This is an optimization exercise on Yosys and OpenROAD, whose aim is a short achievable clock period and few clock cycles per item, not a production implementation. Function was checked by simulation only, so behaviour that the tests miss may differ from the original. No run shown here takes its clock network from TritonCTS; it comes from the design's own scripts or RTL. The clock port is modelled as an ideal driver, which makes a skipped or thinned clock tree look cheaper than it is; a real chip needs a root buffer or a tree. No activity file was given, so power comes from the tool's default toggle rates.

==> flow/design.v <==
package mem_pkg;
    typedef logic [31:0] addr_t;
    typedef logic [63:0]                beat_t;
    typedef logic [32*8-1:0]   line_t;
    typedef logic [$clog2(4)-1:0] beat_cnt_t;
    typedef enum logic [1:0] {
        FETCH_IDLE,
        FETCH_REQUEST,      
        FETCH_COLLECT       
    } fetch_state_e;
endpackage
package fetch_pkg;
    typedef logic [31:0] inst_t;
    typedef logic [63:0] order_t;
    typedef logic [$clog2(8)-1:0] word_idx_t;
endpackage
`timescale 1ns/1ps
module seq_ctr
#(
    parameter int             W       = 64,
    parameter int             L       = 6,
    parameter int             C       = 8,
    parameter logic [W-1:0]   RST_VAL = '0
)(
    input   logic           clk,
    input   logic           rst,
    input   logic           load_i,
    input   logic [W-1:0]   load_val_i,
    input   logic           inc_i,
    output  logic [W-1:0]   val_o
);
    localparam int NC = (W - L + C - 1) / C;    
    function automatic logic [W-1:0] flip_mask(input logic [W-1:0] v);
        logic [W-1:0] m;
        m = '0;
        for (int b = L; b < W; b++) begin
            m[b] = 1'b1;
            for (int j = L; j < b; j++) begin
                if ((j - L) / C == (b - L) / C) m[b] = m[b] & v[j];
            end
        end
        flip_mask = m;
    endfunction
    function automatic logic [NC-1:0] chunk_ones(input logic [W-1:0] v);
        logic [NC-1:0] r;
        r = '1;
        for (int b = L; b < W; b++) begin
            r[(b - L) / C] = r[(b - L) / C] & v[b];
        end
        chunk_ones = r;
    endfunction
    function automatic logic [NC-1:0] below_ones(input logic [NC-1:0] o);
        logic [NC-1:0] r;
        r[0] = 1'b1;
        for (int k = 1; k < NC; k++) r[k] = r[k-1] & o[k-1];
        below_ones = r;
    endfunction
    logic [NC-1:0] ones;
    logic [NC-1:0] below;        
    logic [NC-1:0] carry;        
    logic [W-1:0]  step;         
    logic [W-1:0]  fm;
    logic          wrap;
    assign wrap = inc_i && (&val_o[L-1:0]);
    assign fm   = flip_mask(val_o);
    always_comb begin
        for (int k = 0; k < NC; k++) begin
            carry[k] = wrap && below[k];
        end
        step = '0;
        for (int b = L; b < W; b++) begin
            step[b] = carry[(b - L) / C] && fm[b];
        end
    end
    always_ff @(posedge clk) begin
        if (rst) begin
            val_o <= RST_VAL;
            ones  <= chunk_ones(RST_VAL);
            below <= below_ones(chunk_ones(RST_VAL));
        end else if (load_i) begin
            val_o <= load_val_i;
            ones  <= chunk_ones(load_val_i);
            below <= below_ones(chunk_ones(load_val_i));
        end else begin
            if (inc_i) begin
                val_o[L-1:0] <= val_o[L-1:0] + 1'b1;
            end
            val_o[W-1:L] <= val_o[W-1:L] ^ step[W-1:L];
            ones  <= chunk_ones(val_o);
            below <= below_ones(ones);
        end
    end
endmodule
`timescale 1ns/1ps
module fetch_top
(
    input   logic           clk,
    input   logic           rst,
    output  mem_pkg::addr_t          bmem_addr_o,
    output  logic           bmem_read_o,
    input   logic           bmem_ready_i,
    input   mem_pkg::addr_t          bmem_raddr_i,
    input   mem_pkg::beat_t          bmem_rdata_i,
    input   logic           bmem_rvalid_i,
    input   logic           redirect_i,
    input   mem_pkg::addr_t          redirect_pc_i,
    input   fetch_pkg::order_t         redirect_order_i,
    input   logic           inst_ren_i,
    output  logic           inst_valid_o,
    output  mem_pkg::addr_t          inst_pc_o,
    output  fetch_pkg::inst_t          inst_o,
    output  fetch_pkg::order_t         inst_order_o
);
    localparam int OFF_BITS = $clog2(32);
    localparam int LA_W     = 32 - OFF_BITS;         
    localparam int KTH      = 8;          
    localparam int QD       = KTH + 8;  
    localparam int NO       = 4;      
    localparam int AW       = $clog2(QD + 1);
    localparam int OW       = $clog2(NO + 1);
    logic              want;         
    logic              rd_q;         
    logic [LA_W-1:0]   ra_q;         
    logic [7:0]        rkeep_q;      
    logic [AW-1:0]     avail;        
    logic              accept;
    logic              deq;
    logic              issue;
    function automatic logic [7:0] keep_from(input logic [2:0] first);
        logic [7:0] k;
        for (int w = 0; w < 8; w++) k[w] = (3'(w) >= first);
        keep_from = k;
    endfunction
    assign bmem_read_o = rd_q;
    assign bmem_addr_o = {ra_q, {OFF_BITS{1'b0}}};
    assign accept = rd_q && bmem_ready_i && !rst;
    assign deq    = inst_ren_i && inst_valid_o && !redirect_i && !rst;
    assign issue  = (!want || accept) && (avail <= AW'(KTH));
    logic [LA_W-1:0]   oa  [NO];
    logic [7:0]        okeep [NO];
    logic [NO-1:0]     ost;          
    logic [NO-1:0]     wsel;         
    logic [NO-1:0]     hsel;         
    logic [NO-1:0]     ov;           
    logic [1:0]        bc;           
    logic [NO-1:0]     hit;
    logic              beat;
    logic              pop;
    logic              h_st;
    logic              keep_lo;
    logic              keep_hi;
    always_comb begin
        for (int i = 0; i < NO; i++) begin
            hit[i] = hsel[i] && (bmem_raddr_i == {oa[i], {OFF_BITS{1'b0}}});
        end
    end
    assign beat = bmem_rvalid_i && ov[0] && (|hit);
    assign pop  = beat && (bc == 2'd3);
    logic [7:0]        okeep_n [NO];
    logic [NO-1:0]     ost_n;
    logic [NO-1:0]     hsel_r;       
    logic [2:0]        k_same, k_next, k_pop;    
    assign hsel_r = {hsel[NO-2:0], hsel[NO-1]};
    always_comb begin
        for (int i = 0; i < NO; i++) begin
            okeep_n[i] = (accept && wsel[i]) ? rkeep_q : okeep[i];
            ost_n[i]   = (accept && wsel[i]) ? redirect_i : (ost[i] || redirect_i);
        end
        k_same = '0;
        k_next = '0;
        k_pop  = '0;
        for (int i = 0; i < NO; i++) begin
            if (hsel[i]) begin
                k_same = {ost_n[i], okeep_n[i][{bc, 1'b1}], okeep_n[i][{bc, 1'b0}]};
                k_next = {ost_n[i], okeep_n[i][{bc + 2'd1, 1'b1}], okeep_n[i][{bc + 2'd1, 1'b0}]};
            end
            if (hsel_r[i]) begin
                k_pop  = {ost_n[i], okeep_n[i][1], okeep_n[i][0]};
            end
        end
    end
    always_ff @(posedge clk) begin
        for (int i = 0; i < NO; i++) begin
            okeep[i] <= okeep_n[i];
            ost[i]   <= ost_n[i];
            if (accept && wsel[i]) begin
                oa[i] <= ra_q;
            end
        end
    end
    always_ff @(posedge clk) begin
        if (rst) begin
            wsel <= NO'(1);
            hsel <= NO'(1);
            ov   <= '0;
            bc   <= '0;
            {h_st, keep_hi, keep_lo} <= '0;
        end else begin
            if (accept) wsel <= {wsel[NO-2:0], wsel[NO-1]};
            for (int i = 0; i < NO; i++) begin
                ov[i] <= pop ? (accept ? ov[i] : ((i + 1 < NO) ? ov[(i + 1 < NO) ? i + 1 : i] : 1'b0))
                             : (accept ? (i == 0 || ov[(i > 0) ? i - 1 : 0]) : ov[i]);
                hsel[i] <= pop ? hsel_r[i] : hsel[i];
            end
            bc <= beat ? bc + 2'd1 : bc;
            {h_st, keep_hi, keep_lo} <= pop ? k_pop : (beat ? k_next : k_same);
        end
    end
    always_ff @(posedge clk) begin
        if (rst) begin
            want    <= 1'b1;
            ra_q    <= 32'hAAAAA000 >> OFF_BITS;
            rkeep_q <= keep_from(3'(32'hAAAAA000 >> 2));
            avail   <= AW'(8) - AW'(3'(32'hAAAAA000 >> 2));
            rd_q    <= 1'b1;         
        end else begin
            if (redirect_i) begin
                want    <= 1'b1;
                ra_q    <= redirect_pc_i[31:OFF_BITS];
                rkeep_q <= keep_from(redirect_pc_i[OFF_BITS-1:2]);
                avail   <= AW'(8) - AW'(redirect_pc_i[OFF_BITS-1:2]);
            end else if (issue) begin
                want    <= 1'b1;
                ra_q    <= ra_q + 1'b1;
                rkeep_q <= '1;
                avail   <= avail - AW'(deq) + AW'(8);
            end else begin
                if (accept) want <= 1'b0;
                avail <= avail - AW'(deq);
            end
            rd_q <= (redirect_i || issue || (want && !accept)) &&
                    !(accept ? ov[NO-2] : ov[NO-1]);
        end
    end
    logic              live;         
    fetch_pkg::inst_t  wa, wb;       
    assign live    = beat && !h_st && keep_hi && !redirect_i && !rst;
    assign wa      = keep_lo ? bmem_rdata_i[31:0] : bmem_rdata_i[63:32];
    assign wb      = bmem_rdata_i[63:32];
    fetch_pkg::inst_t  q  [QD];
    logic [QD-1:0]     qv;           
    logic [QD-1:0]     pq;           
    logic              pm;           
    logic [QD-1:0]     vv;           
    logic [QD-1:0]     qs;           
    logic [QD-1:0]     pq_n;         
    always_comb begin
        for (int i = 0; i < QD; i++) begin
            vv[i] = qv[i] || (pm && pq[i]);
        end
        for (int i = 0; i < QD; i++) begin
            qs[i] = deq ? ((i + 1 < QD) ? vv[(i + 1 < QD) ? i + 1 : i] : 1'b0) : vv[i];
        end
        for (int i = 0; i < QD; i++) begin
            pq_n[i] = (!qs[i] && (i == 0 || qs[(i > 0) ? i - 1 : 0])) ||
                      (keep_lo && i >= 1 && !qs[(i > 0) ? i - 1 : 0] &&
                       (i == 1 || qs[(i > 1) ? i - 2 : 0]));
        end
    end
    always_ff @(posedge clk) begin
        for (int i = 0; i < QD; i++) begin
            fetch_pkg::inst_t keep_v, shift_v;
            logic first_free, last_full;
            first_free = !vv[i] && (i == 0 || vv[(i > 0) ? i - 1 : 0]);
            last_full  = vv[i] && (i + 1 == QD || !vv[(i + 1 < QD) ? i + 1 : i]);
            keep_v  = vv[i] ? q[i] : (first_free ? wa : wb);
            if (i + 1 < QD) begin
                shift_v = vv[(i + 1 < QD) ? i + 1 : i] ? q[(i + 1 < QD) ? i + 1 : i] :
                          (last_full ? wa : wb);
            end else begin
                shift_v = last_full ? wa : wb;
            end
            q[i] <= deq ? shift_v : keep_v;
        end
    end
    always_ff @(posedge clk) begin
        pq <= pq_n;
        if (rst || redirect_i) begin
            qv           <= '0;
            pm           <= 1'b0;
            inst_valid_o <= 1'b0;
        end else begin
            qv           <= qs;
            pm           <= live;
            inst_valid_o <= qs[0] || (live && pq_n[0]);
        end
    end
    assign inst_o = q[0];
    logic [1:0] pc_lo;
    seq_ctr #(.W(30), .L(6), .C(8), .RST_VAL(30'(32'hAAAAA000 >> 2))) pc_ctr_i (
        .clk        (clk),
        .rst        (rst),
        .load_i     (redirect_i),
        .load_val_i (redirect_pc_i[31:2]),
        .inc_i      (deq),
        .val_o      (inst_pc_o[31:2])
    );
    always_ff @(posedge clk) begin
        if (rst) begin
            pc_lo <= 2'(32'hAAAAA000);
        end else if (redirect_i) begin
            pc_lo <= redirect_pc_i[1:0];
        end
    end
    assign inst_pc_o[1:0] = pc_lo;
    seq_ctr #(.W(64), .L(6), .C(8), .RST_VAL('0)) order_ctr_i (
        .clk        (clk),
        .rst        (rst),
        .load_i     (redirect_i),
        .load_val_i (redirect_order_i),
        .inc_i      (deq),
        .val_o      (inst_order_o)
    );
endmodule
==> flow/flow/run.sh <==
#!/bin/bash
# Standard ORFS layout, except that the clock tree is rebuilt with two buffer
# levels at the end of the CTS step (flow/post_cts.tcl, flow/mytree.tcl),
# the port buffers are buf_4 cells, and slew and capacitance are repaired
# once more after global routing (flow/post_grt.tcl).
# Each tool's output goes to its own log: make's to flow_make.log here, and
# ORFS keeps every step's log under orfs/logs/.
set -euo pipefail
here=$(pwd)
export POST_CTS_TCL="$here/flow/post_cts.tcl"
# design-rule repair again after the timing repair of global routing
export POST_GLOBAL_ROUTE_TCL="$here/flow/post_grt.tcl"
# port buffers: a plain buffer rather than the delay cell buffer_ports picks
export BUFFER_PORTS_ARGS="-buffer_cell sky130_fd_sc_hd__buf_4"
bash standard.sh > "$here/flow_make.log" 2>&1
==> flow/flow/mytree.tcl <==
# Replace the clock tree with a two-level one: the clock port drives four root
# buffers, each root drives the leaf buffers of one quarter of the registers,
# and each leaf buffer drives a cluster of nearby registers. All registers see
# the same number of buffers between the port and their clock pin.
set block [ord::get_db_block]
set db [ord::get_db]
set buf_master [$db findMaster sky130_fd_sc_hd__clkbuf_16]
set clk_net [$block findNet clk]
set max_leaf 20
if {[info exists ::env(MYTREE_LEAF)]} { set max_leaf $::env(MYTREE_LEAF) }

# walk the old tree from the clock port
set tree_insts {}
set tree_nets {}
set sinks {}
set todo [list $clk_net]
while {[llength $todo] > 0} {
  set net [lindex $todo 0]
  set todo [lrange $todo 1 end]
  foreach it [$net getITerms] {
    if {[$it isOutputSignal]} { continue }
    set inst [$it getInst]
    set mname [[$inst getMaster] getName]
    if {[string match "sky130_fd_sc_hd__clkbuf_*" $mname] || [string match "sky130_fd_sc_hd__buf_*" $mname] || [string match "sky130_fd_sc_hd__clkinv*" $mname] || [string match "sky130_fd_sc_hd__inv_*" $mname]} {
      if {[string match "*inv*" $mname]} {
        # only a dummy load (output left open) may be an inverter
        foreach ot [$inst getITerms] {
          if {[$ot isOutputSignal] && [$ot getNet] ne "NULL" && [llength [[$ot getNet] getITerms]] > 1} {
            error "inverter in clock tree: [$inst getName]"
          }
        }
      }
      lappend tree_insts $inst
      foreach ot [$inst getITerms] {
        if {[$ot isOutputSignal]} {
          set on [$ot getNet]
          if {$on ne "NULL"} { lappend tree_nets $on; lappend todo $on }
        }
      }
    } else {
      lappend sinks $it
    }
  }
}
puts "mytree: old tree [llength $tree_insts] buffers, [llength $sinks] sinks"

foreach it $sinks { $it disconnect }
foreach inst $tree_insts { odb::dbInst_destroy $inst }
foreach net $tree_nets { odb::dbNet_destroy $net }

# sink locations: centre of the sink instance
set pts {}
foreach it $sinks {
  set b [[$it getInst] getBBox]
  lappend pts [list [expr {([$b xMin] + [$b xMax]) / 2}] [expr {([$b yMin] + [$b yMax]) / 2}] $it]
}

# recursive bisection along the longer side until groups are small enough
proc split_groups {pts maxn} {
  return [split_k $pts [expr {([llength $pts] + $maxn - 1) / $maxn}]]
}

# split into k groups of near equal size, cutting across the longer side
proc split_k {pts k} {
  if {$k <= 1} { return [list $pts] }
  set xs [lmap p $pts {lindex $p 0}]
  set ys [lmap p $pts {lindex $p 1}]
  set dx [expr {[tcl::mathfunc::max {*}$xs] - [tcl::mathfunc::min {*}$xs]}]
  set dy [expr {[tcl::mathfunc::max {*}$ys] - [tcl::mathfunc::min {*}$ys]}]
  set ax [expr {$dx >= $dy ? 0 : 1}]
  set s [lsort -integer -index $ax $pts]
  set k1 [expr {$k / 2}]
  set h [expr {([llength $s] * $k1) / $k}]
  return [concat [split_k [lrange $s 0 [expr {$h - 1}]] $k1] [split_k [lrange $s $h end] [expr {$k - $k1}]]]
}

proc centroid {pts} {
  set sx 0; set sy 0
  foreach p $pts { set sx [expr {$sx + [lindex $p 0]}]; set sy [expr {$sy + [lindex $p 1]}] }
  set n [llength $pts]
  return [list [expr {$sx / $n}] [expr {$sy / $n}]]
}

proc place_buf {block master name x y} {
  set inst [odb::dbInst_create $block $master $name]
  set w [[$inst getMaster] getWidth]
  set h [[$inst getMaster] getHeight]
  $inst setLocation [expr {$x - $w / 2}] [expr {$y - $h / 2}]
  $inst setPlacementStatus PLACED
  return $inst
}

proc pin_of {inst name} {
  foreach it [$inst getITerms] { if {[[$it getMTerm] getName] eq $name} { return $it } }
  error "no pin $name"
}

# four quarters first, then leaf clusters inside each quarter
set quarters [split_k $pts 4]
set nq 0; set nl 0
foreach qpts $quarters {
  set leaves [split_groups $qpts $max_leaf]
  set lcs {}
  set leaf_insts {}
  foreach lpts $leaves {
    lassign [centroid $lpts] cx cy
    set li [place_buf $block $buf_master "ctree_leaf_$nl" $cx $cy]
    set ln [odb::dbNet_create $block "ctree_leaf_net_$nl"]
    $ln setSigType CLOCK
    [pin_of $li X] connect $ln
    foreach p $lpts { [lindex $p 2] connect $ln }
    lappend lcs [list $cx $cy]
    lappend leaf_insts $li
    incr nl
  }
  lassign [centroid $lcs] rx ry
  set ri [place_buf $block $buf_master "ctree_root_$nq" $rx $ry]
  set rn [odb::dbNet_create $block "ctree_root_net_$nq"]
  $rn setSigType CLOCK
  [pin_of $ri X] connect $rn
  foreach li $leaf_insts { [pin_of $li A] connect $rn }
  [pin_of $ri A] connect $clk_net
  incr nq
}
puts "mytree: $nq roots, $nl leaves"
==> flow/flow/post_cts.tcl <==
# Runs at the end of ORFS's CTS step (POST_CTS_TCL): swap TritonCTS's
# three-level clock tree for a two-level one, then legalize and repair timing
# again with the new clock arrivals.
source [file join [file dirname [info script]] mytree.tcl]
detailed_placement
estimate_parasitics -placement
repair_timing_helper
detailed_placement
check_placement -verbose
estimate_parasitics -placement
report_clock_latency
report_worst_slack -max
report_worst_slack -min
==> flow/flow/post_grt.tcl <==
# Runs at the end of ORFS's global route step (POST_GLOBAL_ROUTE_TCL): the
# timing repair before it may leave slew or capacitance violations behind
# (cloned gates on one driver), so repair the design rules once more.
log_cmd global_route -start_incremental
repair_design_helper
log_cmd detailed_placement
log_cmd global_route -end_incremental
log_cmd estimate_parasitics -global_routing
report_check_types -max_slew -max_capacitance -violators
report_worst_slack -max
==> flow/standard.sh <==
#!/bin/bash
# synth_recipe.tcl (not shown) runs the flow's synth.tcl, then flattens the netlist and writes it again
# the make line also repeats each setting of config.mk as NAME=value (left out here)
make -C /OpenROAD-flow-scripts/flow DESIGN_CONFIG=/design/flow/config.mk WORK_HOME=/design/flow/orfs CLKGATE_MAP_FILE= SYNTH_SCRIPT=/design/flow/synth_recipe.tcl "${@:-finish}"
==> flow/config.mk <==
export PLATFORM = sky130hd
export DESIGN_NAME = fetch_top
export DESIGN_NICKNAME = fetch_top
export VERILOG_FILES = /design/flow/design.v
export SDC_FILE = /design/flow/constraint.sdc
export NUM_CORES = 4
export LEC_CHECK = 0
export ABC_CLOCK_PERIOD_IN_PS = 1800
export CAP_MARGIN = 20
export CORE_MARGIN = 2
export CORE_UTILIZATION = 40
export SETUP_SLACK_MARGIN = 2.6
export SLEW_MARGIN = 20
export TNS_END_PERCENT = 100
==> flow/constraint.sdc <==
create_clock -name core_clock -period 4.4 [get_ports {clk}]
set_input_delay 0.8800 -clock core_clock [delete_from_list [all_inputs] [get_ports {clk}]]
set_output_delay 0.8800 -clock core_clock [all_outputs]
set_load 0.01 [all_outputs]
==> impl_metrics.tcl, run 1 <==
set metrics [dict create \
    status "finished clean" \
    hold_violations 0 \
    cpPeakStageDelay_ps 520 \
    postRouteAntennaNets 0 \
    die_w_um 329 \
    core_area_mm2 0.105 \
    fin_tns_setup_ps 0 \
    whs_path_depth 2 \
    initial_utilization_pct 40.2 \
    crit_path_end_kind "register" \
    cp-start-kind "input port" \
    ys_seq_area_share_pct 44.3 \
    synthArstFlopShare_pct 0 \
    die_h_um 329 \
    worst_slack_ps 1630 \
    clk_latency_ps 460 \
    powerDensity_mw_per_mm2 261 \
    final_common_cell "dfxtp_1" \
    wirelength_um 223000 \
    total_power_mw 17.5 \
    vias 46100 \
    fin_crit_sh_pct 63.1 \
    wl_per_cell_um 32.3 \
    drt_iter0_drc 6785 \
    dr.pass1.iters 13 \
    synth-edff-count 140 \
    drive_above_1_share_pct 47.0 \
    max_freq_ghz 0.360 \
    preCtsSetupSlack_ps 1040 \
    reg2regPathDepth 9 \
    setup_viol 0 \
    timing.rr.start "oa[1][18]" \
    worstMarginPinSlew_ps 811 \
    required_ps 4730 \
    track_usage_pct 35.6 \
    hold_end "okeep[3][7]" \
    grt_pass1_vias 43300 \
    ios 360 \
    std_cell_rows 119 \
    skew_ps 36.1 \
    drcViolationCount 0 \
    dieArea_mm2 0.108 \
    antenna_found_initial 18 \
    syn2layout_area_growth_pct 59.6 \
    critPathKind "in2reg" \
    crit_chain "buf_4 -> xnor2_4 -> nand4_1 -> or4_4 -> or4_4 -> a31oi_4 -> buf_6 -> buf_16 -> mux2i_2 -> nor2_1" \
    nNetsFinal 5695 \
    min_from "okeep[3][7]" \
    grt_max_degree 81 \
    io_buffers 354 \
    path_common_cell "or4_4" \
    final_cell_mix "dfxtp_1 (581), nor2_1 (531), mux2i_1 (494), buf_4 (459), a211oi_2 (346)" \
    min_period_ps 2770 \
    gp_congestion 0.928 \
    synth_cell_type_count 75 \
    crit_arrival_ps 3100 \
    syn_avg_cell_area_um2 8.98 \
    grt_remaining_overflow 0 \
    clk_pin_slew_ps 90 \
    clock_sinks 862 \
    holdWs_ps 460 \
    critPathMaxFanout 6 \
    leakagePower_nw 27.8 \
    syn_area_mm2 0.0421 \
    maxSlewHeadroom_pct 45.9 \
    hp-class "reg2reg" \
    max-vdd-ir-drop_uv 277 \
    yosys_warnings 7 \
    ys.flop_type "dfxtp_1" \
    r2r-end "hsel[1]" \
    ys_ff_latch 862 \
    grt_pass1_wl_um 290000 \
    reg2reg_slack_ps 1680 \
    slowest_stage "or4_4" \
    cap_violations 0 \
    routed_via_density 6.69 \
    final_max_slew_viol_count 0 \
    place_hpwl_um 80000 \
    syn_inst 4689 \
]
[where the power goes]
group,total (mW),leakage [nW],switching (mW),internal (mW)
sequential,8.74,7.41,0.286,8.45
combinational,3.67,19.7,1.87,1.81
clock,5.10,0.676,2.79,2.31
[how the worst max path moves through the flow]
stage                     startpoint       to  slack, ps  cells after the start
global placement     bmem_raddr_i[6]  hsel[0]       1050                      8
detailed placement   bmem_raddr_i[6]  hsel[0]       1040                      8
floorplan           bmem_raddr_i[22]  hsel[0]       1430                      9
finish               bmem_raddr_i[7]  hsel[1]       1630                     10
[metrics by stage]
step | utilization [%] | cell area [um2] | std cells
2_1_floorplan | - | 45200 | 4693
3_3_place_gp | 44.4 | 46500 | 5995
3_5_place_dp | 44.4 | 46500 | 5995
6_report | 64.1 | 67200 | 6883
[metal layers]
metal	wire, um	up-vias	part of all wire [%]	track usage, %
met5	239	-	0.11	0
met3	32000	1523	14	12.6
met2	94300	3800	42	55.5
met1	75000	22100	34	41.7
li1	-	18600	-	-
met4	21100	22	9.5	22.8
[cell type report]
class	count	area, um2
fillers	7452	37600
multi-input cells	3336	28800
flip-flops and latches	862	19000
repair buffers	1173	16000
well taps	1391	1740
plain buffers	48	1200
inverters	48	223
clock inverters	6	180
repair inverters	7	78.8
diodes	12	30.0
[logic make-up after synthesis]
group | share of synthesized area [%]
compound gates | 20.1
xor+xnor | 4.28
flops | 44.3
simple gates | 11.8
other cells | 0.00890
mux | 13.9
fa+ha+maj | 0.624
buf+inv | 5.03
[cells in the mapped netlist (11+ instances only)]
cell / number / area share (%)
and3_1: 21 / 0.31
edfxtp_1: 140 / 10
a21o_1: 18 / 0.32
xnor2_1: 155 / 3.2
nand2_1: 202 / 1.8
dfxtp_1: 722 / 34
mux2_2: 14 / 0.37
o21ai_0: 88 / 1.0
a21oi_1: 591 / 7.0
buf_2: 12 / 0.14
nand3_1: 45 / 0.53
nor3_1: 33 / 0.39
xor2_1: 51 / 1.1
and4_1: 11 / 0.23
clkbuf_1: 380 / 3.4
inv_1: 45 / 0.40
a211oi_1: 511 / 9.1
buf_1: 103 / 0.92
nand2b_1: 13 / 0.19
mux2i_1: 549 / 13
and2_1: 11 / 0.16
nor4_1: 19 / 0.28
nor2_1: 652 / 5.8
nand4_1: 91 / 1.4
nor2b_1: 11 / 0.16
o211ai_1: 37 / 0.66
ha_1: 21 / 0.62
[sequential cells by signal, indices dropped and copies added (netlist names), 5 cells and up]
name	count
rkeep_q	7
oa	108
okeep	32
order_ctr_i.val_o	64
order_ctr_i.ones	7
ra_q	27
avail	5
q	512
pc_ctr_i.val_o	30
order_ctr_i.below	7
qv	16
pq	16
[critical path: cells and delay by family]
| family | cells | cell delay [ps] |
|---|---|---|
| and+or+nand+nor | 4 | 1180 |
| buffers and inverters | 3 | 390 |
| xor gates and xnor gates | 1 | 210 |
| AOI/OAI and AO/OA | 1 | 210 |
| muxes | 1 | 210 |
Testbench counts, summed over its fixed seeds: cycles 18,712, items 12,000.
==> inputs of run 2 (changes only) <==
--- a/flow/design.v
+++ b/flow/design.v
@@ -17,2 +17,24 @@
 `timescale 1ns/1ps
+module beat_detect
+#(
+    parameter int NO       = 4,
+    parameter int OFF_BITS = 5
+)(
+    input   logic                       rvalid_i,
+    input   logic [31:0]                raddr_i,
+    input   logic [NO*(32-OFF_BITS)-1:0] lines_i,    
+    input   logic [NO-1:0]              hsel_i,      
+    input   logic                       any_i,       
+    output  logic                       beat_o
+);
+    localparam int LA_W = 32 - OFF_BITS;
+    logic [NO-1:0] hit;
+    always_comb begin
+        for (int i = 0; i < NO; i++) begin
+            hit[i] = hsel_i[i] && (raddr_i == {lines_i[i*LA_W +: LA_W], {OFF_BITS{1'b0}}});
+        end
+    end
+    assign beat_o = rvalid_i && any_i && (|hit);
+endmodule
+`timescale 1ns/1ps
 module seq_ctr
@@ -94,2 +116,14 @@
 `timescale 1ns/1ps
+module late_sel
+#(
+    parameter int W = 1
+)(
+    input   logic           sel_i,
+    input   logic [W-1:0]   one_i,       
+    input   logic [W-1:0]   zero_i,      
+    output  logic [W-1:0]   out_o
+);
+    assign out_o = sel_i ? one_i : zero_i;
+endmodule
+`timescale 1ns/1ps
 module fetch_top
@@ -145,3 +179,2 @@
     logic [1:0]        bc;           
-    logic [NO-1:0]     hit;
     logic              beat;
@@ -151,9 +184,15 @@
     logic              keep_hi;
+    logic [NO*LA_W-1:0] oa_flat;
     always_comb begin
-        for (int i = 0; i < NO; i++) begin
-            hit[i] = hsel[i] && (bmem_raddr_i == {oa[i], {OFF_BITS{1'b0}}});
-        end
+        for (int i = 0; i < NO; i++) oa_flat[i*LA_W +: LA_W] = oa[i];
     end
-    assign beat = bmem_rvalid_i && ov[0] && (|hit);
-    assign pop  = beat && (bc == 2'd3);
+    beat_detect #(.NO(NO), .OFF_BITS(OFF_BITS)) beat_detect_i (
+        .rvalid_i (bmem_rvalid_i),
+        .raddr_i  (bmem_raddr_i),
+        .lines_i  (oa_flat),
+        .hsel_i   (hsel),
+        .any_i    (ov[0]),
+        .beat_o   (beat)
+    );
+    assign pop = beat && (bc == 2'd3);
     logic [7:0]        okeep_n [NO];
@@ -190,2 +229,40 @@
     end
+    logic [NO-1:0]     ov_b, ov_n, hsel_b, hsel_n;
+    logic [1:0]        bc_b, bc_n;
+    logic [2:0]        k_b, k_n;
+    logic              pm_b, pm_n, iv_b, iv_n;
+    logic              live_b;       
+    always_comb begin
+        for (int i = 0; i < NO; i++) begin
+            ov_n[i] = accept ? (i == 0 || ov[(i > 0) ? i - 1 : 0]) : ov[i];
+            ov_b[i] = (bc != 2'd3) ? ov_n[i] :
+                      (accept ? ov[i] : ((i + 1 < NO) ? ov[(i + 1 < NO) ? i + 1 : i] : 1'b0));
+        end
+        hsel_n = hsel;
+        hsel_b = (bc == 2'd3) ? hsel_r : hsel;
+        bc_n   = bc;
+        bc_b   = bc + 2'd1;
+        k_n    = k_same;
+        k_b    = (bc == 2'd3) ? k_pop : k_next;
+        if (rst) begin
+            ov_n   = '0;
+            ov_b   = '0;
+            hsel_n = NO'(1);
+            hsel_b = NO'(1);
+            bc_n   = '0;
+            bc_b   = '0;
+            k_n    = '0;
+            k_b    = '0;
+        end
+    end
+    logic [NO-1:0]     ov_d, hsel_d;
+    logic [1:0]        bc_d;
+    logic [2:0]        k_d;
+    logic              pm_d, iv_d;
+    late_sel #(.W(2*NO + 7)) ring_sel_i (
+        .sel_i  (beat),
+        .one_i  ({ov_b, hsel_b, bc_b, k_b, pm_b, iv_b}),
+        .zero_i ({ov_n, hsel_n, bc_n, k_n, pm_n, iv_n}),
+        .out_o  ({ov_d, hsel_d, bc_d, k_d, pm_d, iv_d})
+    );
     always_ff @(posedge clk) begin
@@ -193,16 +270,9 @@
             wsel <= NO'(1);
-            hsel <= NO'(1);
-            ov   <= '0;
-            bc   <= '0;
-            {h_st, keep_hi, keep_lo} <= '0;
-        end else begin
-            if (accept) wsel <= {wsel[NO-2:0], wsel[NO-1]};
-            for (int i = 0; i < NO; i++) begin
-                ov[i] <= pop ? (accept ? ov[i] : ((i + 1 < NO) ? ov[(i + 1 < NO) ? i + 1 : i] : 1'b0))
-                             : (accept ? (i == 0 || ov[(i > 0) ? i - 1 : 0]) : ov[i]);
-                hsel[i] <= pop ? hsel_r[i] : hsel[i];
-            end
-            bc <= beat ? bc + 2'd1 : bc;
-            {h_st, keep_hi, keep_lo} <= pop ? k_pop : (beat ? k_next : k_same);
+        end else if (accept) begin
+            wsel <= {wsel[NO-2:0], wsel[NO-1]};
         end
+        ov   <= ov_d;
+        hsel <= hsel_d;
+        bc   <= bc_d;
+        {h_st, keep_hi, keep_lo} <= k_d;
     end
@@ -234,5 +304,3 @@
     end
-    logic              live;         
     fetch_pkg::inst_t  wa, wb;       
-    assign live    = beat && !h_st && keep_hi && !redirect_i && !rst;
     assign wa      = keep_lo ? bmem_rdata_i[31:0] : bmem_rdata_i[63:32];
@@ -275,13 +343,12 @@
     end
+    assign live_b = !h_st && keep_hi && !redirect_i && !rst;
+    assign pm_n   = 1'b0;
+    assign pm_b   = live_b;
+    assign iv_n   = !rst && !redirect_i && qs[0];
+    assign iv_b   = !rst && !redirect_i && (qs[0] || (live_b && pq_n[0]));
     always_ff @(posedge clk) begin
-        pq <= pq_n;
-        if (rst || redirect_i) begin
-            qv           <= '0;
-            pm           <= 1'b0;
-            inst_valid_o <= 1'b0;
-        end else begin
-            qv           <= qs;
-            pm           <= live;
-            inst_valid_o <= qs[0] || (live && pq_n[0]);
-        end
+        pq           <= pq_n;
+        qv           <= (rst || redirect_i) ? '0 : qs;
+        pm           <= pm_d;
+        inst_valid_o <= iv_d;
     end
--- a/flow/config.mk
+++ b/flow/config.mk
@@ -7,3 +7,3 @@
 export LEC_CHECK = 0
-export ABC_CLOCK_PERIOD_IN_PS = 1800
+export ABC_CLOCK_PERIOD_IN_PS = 700
 export CAP_MARGIN = 20
@@ -13,2 +13,3 @@
 export SLEW_MARGIN = 20
+export SYNTH_HIERARCHICAL = 1
 export TNS_END_PERCENT = 100
==> run 2 against run 1 <==
Compared with the run above: sequential cell count did not move; first-iteration DRC count fell by 27%; global-route usage fell by 1.5 points; core utilization fell by 0.096 points; critical path type unchanged; highest routed layer unchanged.
==> impl_metrics.tcl, run 2 <==
set metrics [dict create \
    synth_commonest_cells "dfxtp_1 (722), nor2_1 (651), mux2i_1 (559)" \
    grt_pass1_wl_um 288000 \
    max-vdd-ir-drop_uv 364 \
    syn_inst 4732 \
    ios 360 \
    final_cell_area_mm2 0.0684 \
    initial_utilization_pct 40.3 \
    fin_tns_setup_ps 0 \
    multi_input_area_mm2 0.0291 \
    dr.pass1.iters 9 \
    final_common_cell "nor2_1" \
    wl_per_cell_um 29.2 \
    place_hpwl_um 75300 \
    wirelength_um 202000 \
    largest_reg_flops 512 \
    grt_pass1_vias 42900 \
    nFillCells 7722 \
    ys.flop_type "dfxtp_1" \
    hold_violations 0 \
    syn_avg_cell_area_um2 9.10 \
    synthArstFlopShare_pct 0 \
    required_ps 4720 \
    crit_path_end_kind "register" \
    fin_crit_sh_pct 52.8 \
    regArea_mm2 0.0190 \
    finish.utilization_pct 64.0 \
    drt_iter0_drc 4978 \
    io_buffers 354 \
    synth_cell_type_count 82 \
    placement.cell_area_mm2 0.0486 \
    die_w_um 332 \
    total_power_mw 30.5 \
    crit_arrival_ps 2650 \
    grt_max_degree 71 \
    ys_seq_area_share_pct 43.3 \
    worstMarginPinSlew_ps 896 \
    reg2regPathDepth 8 \
    largest-register "q" \
    gp_congestion 0.846 \
    drive_above_1_share_pct 46.8 \
    path_common_cell "buf_12" \
    std_cell_rows 120 \
    cp-start-kind "input port" \
    postRouteAntennaNets 0 \
    final_cell_mix "nor2_1 (590), dfxtp_1 (586), mux2i_1 (503), buf_4 (477), a211oi_2 (356)" \
    antenna_found_initial 7 \
    leakagePower_nw 28.7 \
    final_max_slew_viol_count 0 \
    syn2layout_area_growth_pct 59.0 \
    core_area_mm2 0.107 \
    status "finished clean" \
    dieArea_mm2 0.110 \
    clk_latency_ps 440 \
    drcViolationCount 0 \
    powerDensity_mw_per_mm2 446 \
    critPathMaxFanout 8 \
    crit_chain "buf_12 -> xnor2_1 -> nand4_1 -> nor4_1 -> a22oi_1 -> a21oi_2 -> buf_6 -> buf_12 -> mux2_4" \
    ys_ff_latch 862 \
    clock_sinks 862 \
    synth.top_cell.area_share_pct 33.6 \
    hp-class "reg2reg" \
    maxSlewHeadroom_pct 40.3 \
    synth-edff-count 140 \
    track_usage_pct 34.1 \
    syn_area_mm2 0.0431 \
    critPathKind "in2reg" \
    nNetsFinal 5744 \
    cap_violations 0 \
    clk_pin_slew_ps 100 \
    yosys_warnings 14 \
    synth_most_common_cell "dfxtp_1" \
    cpPeakStageDelay_ps 360 \
    min_period_ps 2320 \
    yosys.area.top_type "dfxtp_1" \
    slowest_stage "nor4_1" \
    vias 44200 \
    routed_via_density 6.37 \
    holdWs_ps 456 \
    grt_remaining_overflow 0 \
    synth.area.top_cells "dfxtp_1 (34%), mux2i_1 (13%), edfxtp_1 (9.8%)" \
    setup_viol 0 \
    die_h_um 332 \
    whs_path_depth 2 \
    reg_top3 "q (512), oa (108), order_ctr_i.val_o (64)" \
    max_freq_ghz 0.430 \
    skew_ps 22.5 \
]
-- run 2: cell types whose count changed in the layout (fill, tap and decap cells not counted), sizes merged, moves of 19 or more --
| cell | previous run | this run |
|---|---|---|
| a311oi | 2 | 26 |
| clkbuf | 93 | 73 |
| nand2 | 204 | 183 |
| mux2 | 14 | 39 |
| buf | 1116 | 1169 |
| a21oi | 593 | 553 |
| o21ai | 88 | 69 |
| a211oi | 511 | 536 |
| nor4 | 19 | 40 |
-- run 2: final timing paths --
path	from	to	slack, ps
setup / recovery	bmem_raddr_i[19]	h_st	2080
hold / removal	okeep[0][7]	okeep[0][7]	460
setup reg to reg	bc[1]	keep_hi	2100
hold reg to reg	okeep[0][7]	okeep[0][7]	460
-- run 2: worst max-delay path, delay by kind of cell --
kind	cells	cell delay, ps
buffers and inverters	3	410
AO/OA/AOI/OAI	2	300
multiplexers	1	300
AND/OR/NAND/NOR	2	540
XOR/XNOR	1	210
-- run 2: cells by family (layout without fill, tap and decap cells) --
group,after synthesis,in the layout,share of synthesized area (%)
DFF,862,862,43.3
muxes,605,605,14.5
buffers and inverters,571,1319,5.61
adders and majority gates,21,21,0.610
AOI/OAI and AO/OA,1318,1356,19.6
and+or+nand+nor,1167,1171,12.5
xor gates and xnor gates,187,187,3.87
other,1,9,0.00871
-- run 2: cell type report --
type                    count  area share (%)
inverters                  50           0.371
clock inverters             4           0.175
well taps                1403            2.56
diodes                      3          0.0110
plain buffers              48            1.75
multi-input cells        3346            42.5
flip-flops and latches    862            27.8
repair buffers           1210            24.7
repair inverters            7           0.110
-- run 2: power breakdown --
part	internal, mW	switching (mW)	total, mW	leakage, nW
sequential	10.3	1.16	11.4	7.40
combinational	6.12	8.03	14.2	20.6
clock	2.19	2.76	4.95	0.648
-- run 2: per-layer routing --
| layer | GRT usage, % | vias to the layer above | wire (um) |
|---|---|---|---|
| met5 | 0 | - | 69 |
| met4 | 21.6 | 10 | 16500 |
| met3 | 9.40 | 913 | 21700 |
| met2 | 54.3 | 2750 | 91100 |
| met1 | 40.6 | 21700 | 73100 |
| li1 | - | 18800 | - |
-- run 2: metrics by stage --
| step | setup slack [ps] | std cells |
|---|---|---|
| final | 2080 | 6933 |
| after detailed placement | 1030 | 6040 |
| after global placement | 1010 | 6040 |
| after floorplan | 1460 | 4737 |
Testbench counts of run 2, summed over its fixed seeds: cycles 18,712, items 12,000.
==> inputs of run 3 (changes only) <==
--- a/flow/design.v
+++ b/flow/design.v
@@ -19,20 +19,54 @@
 #(
-    parameter int NO       = 4,
     parameter int OFF_BITS = 5
 )(
-    input   logic                       rvalid_i,
-    input   logic [31:0]                raddr_i,
-    input   logic [NO*(32-OFF_BITS)-1:0] lines_i,    
-    input   logic [NO-1:0]              hsel_i,      
-    input   logic                       any_i,       
-    output  logic                       beat_o
+    input   logic                   rvalid_i,
+    input   logic [31:0]            raddr_i,
+    input   logic [31-OFF_BITS:0]   line_i,      
+    input   logic                   any_i,       
+    output  logic                   beat_o
 );
     localparam int LA_W = 32 - OFF_BITS;
-    logic [NO-1:0] hit;
-    always_comb begin
-        for (int i = 0; i < NO; i++) begin
-            hit[i] = hsel_i[i] && (raddr_i == {lines_i[i*LA_W +: LA_W], {OFF_BITS{1'b0}}});
-        end
+    localparam int NT   = LA_W + OFF_BITS + 2;   
+    localparam int NG   = (NT + 3) / 4;          
+    localparam int NR   = (NG + 2) / 3;          
+    logic [4*NG-1:0] t;          
+    logic [NG-1:0]   g_bad;      
+    logic [3*NR-1:0] g_bad_p;    
+    logic [NR-1:0]   r_ok;       
+    logic [2:0]      r_ok_p;
+    for (genvar i = 0; i < LA_W; i++) begin : g_eq
+        fg_xnor2 x_i (.a(raddr_i[OFF_BITS + i]), .b(line_i[i]), .y(t[i]));
+    end
+    for (genvar i = 0; i < OFF_BITS; i++) begin : g_zero
+        fg_inv n_i (.a(raddr_i[i]), .y(t[LA_W + i]));
+    end
+    assign t[LA_W + OFF_BITS]     = rvalid_i;
+    assign t[LA_W + OFF_BITS + 1] = any_i;
+    if (4 * NG > NT) begin : g_pad
+        assign t[4*NG-1:NT] = '1;
+    end
+    for (genvar g = 0; g < NG; g++) begin : g_nand
+        fg_nand4 n_i (.a(t[4*g]), .b(t[4*g+1]), .c(t[4*g+2]), .d(t[4*g+3]), .y(g_bad[g]));
+    end
+    assign g_bad_p = {{(3*NR-NG){1'b0}}, g_bad};
+    for (genvar r = 0; r < NR; r++) begin : g_nor
+        fg_nor3 n_i (.a(g_bad_p[3*r]), .b(g_bad_p[3*r+1]), .c(g_bad_p[3*r+2]), .y(r_ok[r]));
     end
-    assign beat_o = rvalid_i && any_i && (|hit);
+    assign r_ok_p = {{(3-NR){1'b1}}, r_ok};
+    fg_and3 a_i (.a(r_ok_p[0]), .b(r_ok_p[1]), .c(r_ok_p[2]), .y(beat_o));
+endmodule
+module fg_xnor2 (input logic a, input logic b, output logic y);
+    assign y = ~(a ^ b);
+endmodule
+module fg_inv (input logic a, output logic y);
+    assign y = ~a;
+endmodule
+module fg_nand4 (input logic a, input logic b, input logic c, input logic d, output logic y);
+    assign y = ~(a & b & c & d);
+endmodule
+module fg_nor3 (input logic a, input logic b, input logic c, output logic y);
+    assign y = ~(a | b | c);
+endmodule
+module fg_and3 (input logic a, input logic b, input logic c, output logic y);
+    assign y = a & b & c;
 endmodule
@@ -85,3 +119,3 @@
     logic          wrap;
-    assign wrap = inc_i && (&val_o[L-1:0]);
+    assign wrap = &val_o[L-1:0];        
     assign fm   = flip_mask(val_o);
@@ -96,5 +130,25 @@
     end
+    logic [W-1:0]  val_inc;
+    logic [W-1:0]  val_hold;
+    logic [W-1:0]  val_d;
+    always_comb begin
+        val_inc = val_o ^ step;
+        val_inc[L-1:0] = val_o[L-1:0] + 1'b1;
+        if (rst) begin
+            val_hold = RST_VAL;
+        end else if (load_i) begin
+            val_hold = load_val_i;
+        end else begin
+            val_hold = val_o;
+        end
+    end
+    late_sel #(.W(W)) step_sel_i (
+        .sel_i  (inc_i),
+        .one_i  (val_inc),
+        .zero_i (val_hold),
+        .out_o  (val_d)
+    );
     always_ff @(posedge clk) begin
+        val_o <= val_d;
         if (rst) begin
-            val_o <= RST_VAL;
             ones  <= chunk_ones(RST_VAL);
@@ -102,3 +156,2 @@
         end else if (load_i) begin
-            val_o <= load_val_i;
             ones  <= chunk_ones(load_val_i);
@@ -106,6 +159,2 @@
         end else begin
-            if (inc_i) begin
-                val_o[L-1:0] <= val_o[L-1:0] + 1'b1;
-            end
-            val_o[W-1:L] <= val_o[W-1:L] ^ step[W-1:L];
             ones  <= chunk_ones(val_o);
@@ -127,2 +176,12 @@
 endmodule
+module deq_gen
+(
+    input   logic   ren_i,
+    input   logic   valid_i,
+    input   logic   redirect_i,
+    input   logic   rst_i,
+    output  logic   deq_o
+);
+    assign deq_o = ren_i && valid_i && !redirect_i && !rst_i;
+endmodule
 `timescale 1ns/1ps
@@ -170,3 +229,13 @@
     assign accept = rd_q && bmem_ready_i && !rst;
-    assign deq    = inst_ren_i && inst_valid_o && !redirect_i && !rst;
+    logic [4:0]        deq_c;
+    for (genvar c = 0; c < 5; c++) begin : g_deq
+        deq_gen deq_gen_i (
+            .ren_i      (inst_ren_i),
+            .valid_i    (inst_valid_o),
+            .redirect_i (redirect_i),
+            .rst_i      (rst),
+            .deq_o      (deq_c[c])
+        );
+    end
+    assign deq = deq_c[4];
     assign issue  = (!want || accept) && (avail <= AW'(KTH));
@@ -182,16 +251,20 @@
     logic              h_st;
+    logic [7:0]        h_keep;
     logic              keep_lo;
     logic              keep_hi;
-    logic [NO*LA_W-1:0] oa_flat;
-    always_comb begin
-        for (int i = 0; i < NO; i++) oa_flat[i*LA_W +: LA_W] = oa[i];
+    assign keep_lo = h_keep[0];
+    assign keep_hi = h_keep[1];
+    logic [LA_W-1:0]   h_a;
+    localparam int NB = 7;
+    logic [NB-1:0]     beat_c;
+    for (genvar c = 0; c < NB; c++) begin : g_beat
+        beat_detect #(.OFF_BITS(OFF_BITS)) beat_detect_i (
+            .rvalid_i (bmem_rvalid_i),
+            .raddr_i  (bmem_raddr_i),
+            .line_i   (h_a),
+            .any_i    (ov[0]),
+            .beat_o   (beat_c[c])
+        );
     end
-    beat_detect #(.NO(NO), .OFF_BITS(OFF_BITS)) beat_detect_i (
-        .rvalid_i (bmem_rvalid_i),
-        .raddr_i  (bmem_raddr_i),
-        .lines_i  (oa_flat),
-        .hsel_i   (hsel),
-        .any_i    (ov[0]),
-        .beat_o   (beat)
-    );
+    assign beat = beat_c[0];
     assign pop = beat && (bc == 2'd3);
@@ -200,3 +273,5 @@
     logic [NO-1:0]     hsel_r;       
-    logic [2:0]        k_same, k_next, k_pop;    
+    logic [7:0]        nx_keep;      
+    logic              nx_st;
+    logic [LA_W-1:0]   nx_a;         
     assign hsel_r = {hsel[NO-2:0], hsel[NO-1]};
@@ -207,12 +282,10 @@
         end
-        k_same = '0;
-        k_next = '0;
-        k_pop  = '0;
+        nx_keep = rkeep_q;
+        nx_st   = redirect_i;
+        nx_a    = ra_q;
         for (int i = 0; i < NO; i++) begin
-            if (hsel[i]) begin
-                k_same = {ost_n[i], okeep_n[i][{bc, 1'b1}], okeep_n[i][{bc, 1'b0}]};
-                k_next = {ost_n[i], okeep_n[i][{bc + 2'd1, 1'b1}], okeep_n[i][{bc + 2'd1, 1'b0}]};
-            end
-            if (hsel_r[i]) begin
-                k_pop  = {ost_n[i], okeep_n[i][1], okeep_n[i][0]};
+            if (hsel_r[i] && ov[1]) begin
+                nx_keep = okeep[i];
+                nx_st   = ost[i] || redirect_i;
+                nx_a    = oa[i];
             end
@@ -231,4 +304,5 @@
     logic [1:0]        bc_b, bc_n;
-    logic [2:0]        k_b, k_n;
-    logic              pm_b, pm_n, iv_b, iv_n;
+    logic [8:0]        k_b, k_n;       
+    logic [LA_W-1:0]   ha_b, ha_n, ha_d;
+    logic              iv_b, iv_n;
     logic              live_b;       
@@ -244,4 +318,6 @@
         bc_b   = bc + 2'd1;
-        k_n    = k_same;
-        k_b    = (bc == 2'd3) ? k_pop : k_next;
+        ha_n   = ov[0] ? h_a : ra_q;
+        ha_b   = (bc == 2'd3) ? nx_a : h_a;
+        k_n    = ov[0] ? {h_st || redirect_i, h_keep} : {redirect_i, rkeep_q};
+        k_b    = (bc == 2'd3) ? {nx_st, nx_keep} : {h_st || redirect_i, 2'b11, h_keep[7:2]};
         if (rst) begin
@@ -259,9 +335,34 @@
     logic [1:0]        bc_d;
-    logic [2:0]        k_d;
-    logic              pm_d, iv_d;
-    late_sel #(.W(2*NO + 7)) ring_sel_i (
-        .sel_i  (beat),
-        .one_i  ({ov_b, hsel_b, bc_b, k_b, pm_b, iv_b}),
-        .zero_i ({ov_n, hsel_n, bc_n, k_n, pm_n, iv_n}),
-        .out_o  ({ov_d, hsel_d, bc_d, k_d, pm_d, iv_d})
+    logic [8:0]        k_d;
+    logic              iv_d;
+    late_sel #(.W(2*NO)) ring_sel_i (
+        .sel_i  (beat_c[0]),
+        .one_i  ({ov_b, hsel_b}),
+        .zero_i ({ov_n, hsel_n}),
+        .out_o  ({ov_d, hsel_d})
+    );
+    late_sel #(.W(4)) count_sel_i (
+        .sel_i  (beat_c[1]),
+        .one_i  ({bc_b, k_b[8], iv_b}),
+        .zero_i ({bc_n, k_n[8], iv_n}),
+        .out_o  ({bc_d, k_d[8], iv_d})
+    );
+    late_sel #(.W(8)) keep_sel_i (
+        .sel_i  (beat_c[2]),
+        .one_i  (k_b[7:0]),
+        .zero_i (k_n[7:0]),
+        .out_o  (k_d[7:0])
+    );
+    localparam int HA_LO = LA_W / 2;
+    late_sel #(.W(HA_LO)) ha_lo_sel_i (
+        .sel_i  (beat_c[3]),
+        .one_i  (ha_b[HA_LO-1:0]),
+        .zero_i (ha_n[HA_LO-1:0]),
+        .out_o  (ha_d[HA_LO-1:0])
+    );
+    late_sel #(.W(LA_W - HA_LO)) ha_hi_sel_i (
+        .sel_i  (beat_c[4]),
+        .one_i  (ha_b[LA_W-1:HA_LO]),
+        .zero_i (ha_n[LA_W-1:HA_LO]),
+        .out_o  (ha_d[LA_W-1:HA_LO])
     );
@@ -275,4 +376,5 @@
         hsel <= hsel_d;
+        h_a  <= ha_d;
         bc   <= bc_d;
-        {h_st, keep_hi, keep_lo} <= k_d;
+        {h_st, h_keep} <= k_d;
     end
@@ -308,5 +410,2 @@
     fetch_pkg::inst_t  q  [QD];
-    logic [QD-1:0]     qv;           
-    logic [QD-1:0]     pq;           
-    logic              pm;           
     logic [QD-1:0]     vv;           
@@ -316,6 +415,3 @@
         for (int i = 0; i < QD; i++) begin
-            vv[i] = qv[i] || (pm && pq[i]);
-        end
-        for (int i = 0; i < QD; i++) begin
-            qs[i] = deq ? ((i + 1 < QD) ? vv[(i + 1 < QD) ? i + 1 : i] : 1'b0) : vv[i];
+            qs[i] = deq_c[(i < QD / 2) ? 0 : 1] ? ((i + 1 < QD) ? vv[(i + 1 < QD) ? i + 1 : i] : 1'b0) : vv[i];
         end
@@ -340,3 +436,3 @@
             end
-            q[i] <= deq ? shift_v : keep_v;
+            q[i] <= deq_c[(i < QD / 2) ? 0 : 1] ? shift_v : keep_v;
         end
@@ -344,10 +440,22 @@
     assign live_b = !h_st && keep_hi && !redirect_i && !rst;
-    assign pm_n   = 1'b0;
-    assign pm_b   = live_b;
     assign iv_n   = !rst && !redirect_i && qs[0];
     assign iv_b   = !rst && !redirect_i && (qs[0] || (live_b && pq_n[0]));
+    logic [QD-1:0]     vv_b, vv_n, vv_d;
+    assign vv_n = (rst || redirect_i) ? '0 : qs;
+    assign vv_b = (rst || redirect_i) ? '0 : (qs | (live_b ? pq_n : '0));
+    localparam int VV_LO = QD / 2;
+    late_sel #(.W(VV_LO)) vv_lo_sel_i (
+        .sel_i  (beat_c[5]),
+        .one_i  (vv_b[VV_LO-1:0]),
+        .zero_i (vv_n[VV_LO-1:0]),
+        .out_o  (vv_d[VV_LO-1:0])
+    );
+    late_sel #(.W(QD - VV_LO)) vv_hi_sel_i (
+        .sel_i  (beat_c[6]),
+        .one_i  (vv_b[QD-1:VV_LO]),
+        .zero_i (vv_n[QD-1:VV_LO]),
+        .out_o  (vv_d[QD-1:VV_LO])
+    );
     always_ff @(posedge clk) begin
-        pq           <= pq_n;
-        qv           <= (rst || redirect_i) ? '0 : qs;
-        pm           <= pm_d;
+        vv           <= vv_d;
         inst_valid_o <= iv_d;
@@ -361,3 +469,3 @@
         .load_val_i (redirect_pc_i[31:2]),
-        .inc_i      (deq),
+        .inc_i      (deq_c[2]),
         .val_o      (inst_pc_o[31:2])
@@ -377,3 +485,3 @@
         .load_val_i (redirect_order_i),
-        .inc_i      (deq),
+        .inc_i      (deq_c[3]),
         .val_o      (inst_order_o)
--- a/flow/config.mk
+++ b/flow/config.mk
@@ -7,3 +7,3 @@
 export LEC_CHECK = 0
-export ABC_CLOCK_PERIOD_IN_PS = 700
+export ABC_CLOCK_PERIOD_IN_PS = 100
 export CAP_MARGIN = 20
==> run 3 against run 2 <==
Compared with the run above: hold slack gained 25 ps; maximum frequency rose by 3.5%; register-to-register slack improved by 190 ps; core utilization shrank 8.9 points; design area is 6.2% lower; sequential cell count rose by 12; wire length is 15% lower; sequential power down 22%; synthesized cell count rose by 7.5%; combinational power fell by 78%; critical path type unchanged.
==> impl_metrics.tcl, run 3 <==
set metrics [dict create \
    ys_seq_area_share_pct 40.8 \
    p_switching_mw 4.55 \
    synth.top_cell.area_share_pct 30.1 \
    final_cell_mix "nor2_1 (647), mux2i_1 (573), a21oi_1 (562), dfxtp_1 (530), a211oi_1 (506)" \
    grt_max_degree 81 \
    drive_above_1_share_pct 31.1 \
    syn_inst 5086 \
    cp-start-kind "input port" \
    final_cell_area_mm2 0.0642 \
    final_max_slew_viol_count 0 \
    grt_pass1_wl_um 253000 \
    worstMarginPinSlew_ps 615 \
    io_buffers 354 \
    grt_remaining_overflow 0 \
    required_ps 4750 \
    die_w_um 347 \
    nFillCells 9836 \
    std_cell_rows 125 \
    place_hpwl_um 83200 \
    dieArea_mm2 0.120 \
    synth-edff-count 168 \
    wirelength_um 172000 \
    hold_violations 0 \
    initial_utilization_pct 40.4 \
    gp_congestion 0.825 \
    hp-class "reg2reg" \
    critPathMaxFanout 8 \
    p_seq_share_pct 52.0 \
    skew_ps 26.7 \
    synth_commonest_cells "dfxtp_1 (706), nor2_1 (651), mux2i_1 (615)" \
    switching_share_pct 26.7 \
    min_period_ps 2250 \
    clk_latency_ps 450 \
    finish.utilization_pct 55.2 \
    vias 42600 \
    reg_top3 "q (512), oa (108), order_ctr_i.val_o (64)" \
    largest_reg_flops 512 \
    holdWs_ps 481 \
    clock_sinks 874 \
    cpPeakStageDelay_ps 390 \
    fin_tns_setup_ps 0 \
    syn_avg_cell_area_um2 9.24 \
    max_freq_ghz 0.445 \
    postRouteAntennaNets 0 \
    routed_via_density 5.90 \
    yosys.area.top_type "dfxtp_1" \
    slowest_stage "and4bb_4" \
    max-vdd-ir-drop_uv 268 \
    synthArstFlopShare_pct 0 \
    intPower_mw 12.5 \
    wl_per_cell_um 23.8 \
    grt_pass1_vias 40800 \
    dr.pass1.iters 7 \
    synth_most_common_cell "dfxtp_1" \
    synth.area.top_cells "dfxtp_1 (30%), mux2i_1 (13%), edfxtp_1 (11%)" \
    core_area_mm2 0.116 \
    leakagePower_nw 23.9 \
    syn_area_mm2 0.0470 \
    clkPwrFrac_pct 29.5 \
    critPathKind "in2reg" \
    status "finished clean" \
    cap_violations 0 \
    drcViolationCount 0 \
    crit_chain "buf_16 -> and4bb_4 -> buf_6 -> buf_6 -> buf_6 -> buf_6 -> buf_16 -> buf_12 -> buf_6 -> buf_16 -> mux2i_1" \
    path_common_cell "buf_6" \
    combPwrFrac_pct 18.5 \
    ys.flop_type "dfxtp_1" \
    final_common_cell "nor2_1" \
    crit_path_end_kind "register" \
    placement.cell_area_mm2 0.0509 \
    antenna_found_initial 11 \
    ios 360 \
    die_h_um 347 \
    crit_arrival_ps 2600 \
    synth_cell_type_count 68 \
    nNetsFinal 5903 \
    track_usage_pct 26.6 \
    drt_iter0_drc 3761 \
    maxSlewHeadroom_pct 59.0 \
    clk_pin_slew_ps 100 \
    fin_crit_sh_pct 51.1 \
    powerDensity_mw_per_mm2 266 \
    yosys_warnings 13 \
    setup_viol 0 \
    largest-register "q" \
    syn2layout_area_growth_pct 36.6 \
    ys_ff_latch 874 \
]
-- run 3: cell types whose count changed after synthesis, sizes merged, moves of 23 or more --
cell / delta
o22ai: +54
edfxtp: +28
clkbuf: +75
mux2i: +56
mux2: +150
nor4: -24
o21ai: +43
xnor2: +91
buf: -90
inv: +48
a311oi: -23
nand2: -45
-- run 3: metrics by stage --
step / cells / worst slack (ps) / power, mW
floorplan: 5097 / 2030 / 10.6
global placement: 6517 / 1230 / 11.3
finish: 7217 / 2150 / 17.0
detailed placement: 6517 / 1200 / 11.3
-- run 3: power by group through the flow --
stage          Sequential, mW  Clock (mW)  Combinational, mW
2_1_floorplan            9.03           0               1.61
3_3_place_gp             9.14           0               2.15
3_5_place_dp             9.15           0               2.20
6_report                 8.86        5.03               3.16
-- run 3: per-module statistics from Yosys (local to each module, per instance), excerpt --
module | flip-flops and latches | times used
fg_inv | 0 | 35
fetch_top | 762 | 1
fg_nor3 | 0 | 21
fg_xnor2 | 0 | 189
fg_and3 | 0 | 7
deq_gen | 0 | 5
fg_nand4 | 0 | 63
-- run 3: critical path: cells and delay by family --
family | cells | cell delay [ps]
AND/OR/NAND/NOR | 1 | 390
multiplexers | 1 | 230
buffers and inverters | 9 | 1080
-- run 3: worst paths after layout --
path / startpoint / to / slack, ps / depth (start not counted)
worst max-delay path: rst / q[5][19] / 2150 / 11
worst min-delay path: order_ctr_i.ones[4] / order_ctr_i.below[5] / 480 / 2
worst max register to register: inst_valid_o / vv[15] / 2290 / 8
worst min register to register: order_ctr_i.ones[4] / order_ctr_i.below[5] / 480 / 2
-- run 3: kinds of logic (layout without fill, tap and decap cells) --
kind of cell	count (synthesis)	in the layout	synth area share, %
AOI/OAI and AO/OA	1354	1354	18.0
muxes	804	804	18.7
adders and majority gates	21	21	0.559
buffers and inverters	604	1185	5.38
xor gates and xnor gates	288	288	5.40
DFF	874	874	40.8
other	8	24	0.0639
and+or+nand+nor	1133	1143	11.1
-- run 3: area by class of cell --
| cell class | count | area (um2) | area share, % |
|---|---|---|---|
| multi-input combinational | 3629 | 27500 | 42.8 |
| timing repair buffer | 1033 | 13300 | 20.7 |
| tap | 1524 | 1910 | 2.97 |
| inverter | 98 | 385 | 0.600 |
| buffer | 48 | 1200 | 1.87 |
| clock inverter | 6 | 180 | 0.281 |
| sequential | 874 | 19800 | 30.8 |
| antenna | 5 | 12.5 | 0.0195 |
-- run 3: layer usage --
metal	vias up	wire length [um]	GRT usage (%)
li1	19600	-	-
met1	20800	69600	34.0
met2	1705	82000	44.3
met3	376	12200	4.26
met4	14	7600	11.3
met5	-	92	0
Testbench counts of run 3, summed over its fixed seeds: cycles 18,712, items 12,000.

==> re-timing with driven ports <==
The flow's constraints put no driver on any port. The routed layouts listed below were extracted and timed again, unchanged, in two steps.
Step 1 assumes that a clkbuf_16 drives the clock port and a buf_2 every other input.
Step 2 moves the port delays by t, midway between the first and last clock arrival at a register: inputs arrive t later, outputs are due t later. That takes back most of the time a late clock gives input paths.
Three values: no drivers, after step 1, after step 2; two values: the first two.
run | t (ns) | setup slack, ns | worst hold slack (ns) | worst setup path after step 2 | cell pins on the clock port's net
run 1 | 0.605 | 1.626 / 1.684 / 1.152 | 0.460 / 0.460 / 0.460 | input to register | 4
run 2 | 0.595 | 2.076 / 2.035 / 1.440 | 0.456 / 0.456 / 0.456 | input to register | 4
run 3 | 0.590 | 2.154 / 2.183 / 1.593 | 0.481 / 0.481 / 0.481 | input to register | 4
After both steps every run listed still meets setup and hold. For run 2, which loses most, drivers alone change the setup slack by -0.041 ns; drivers and shift together by -0.636 ns.
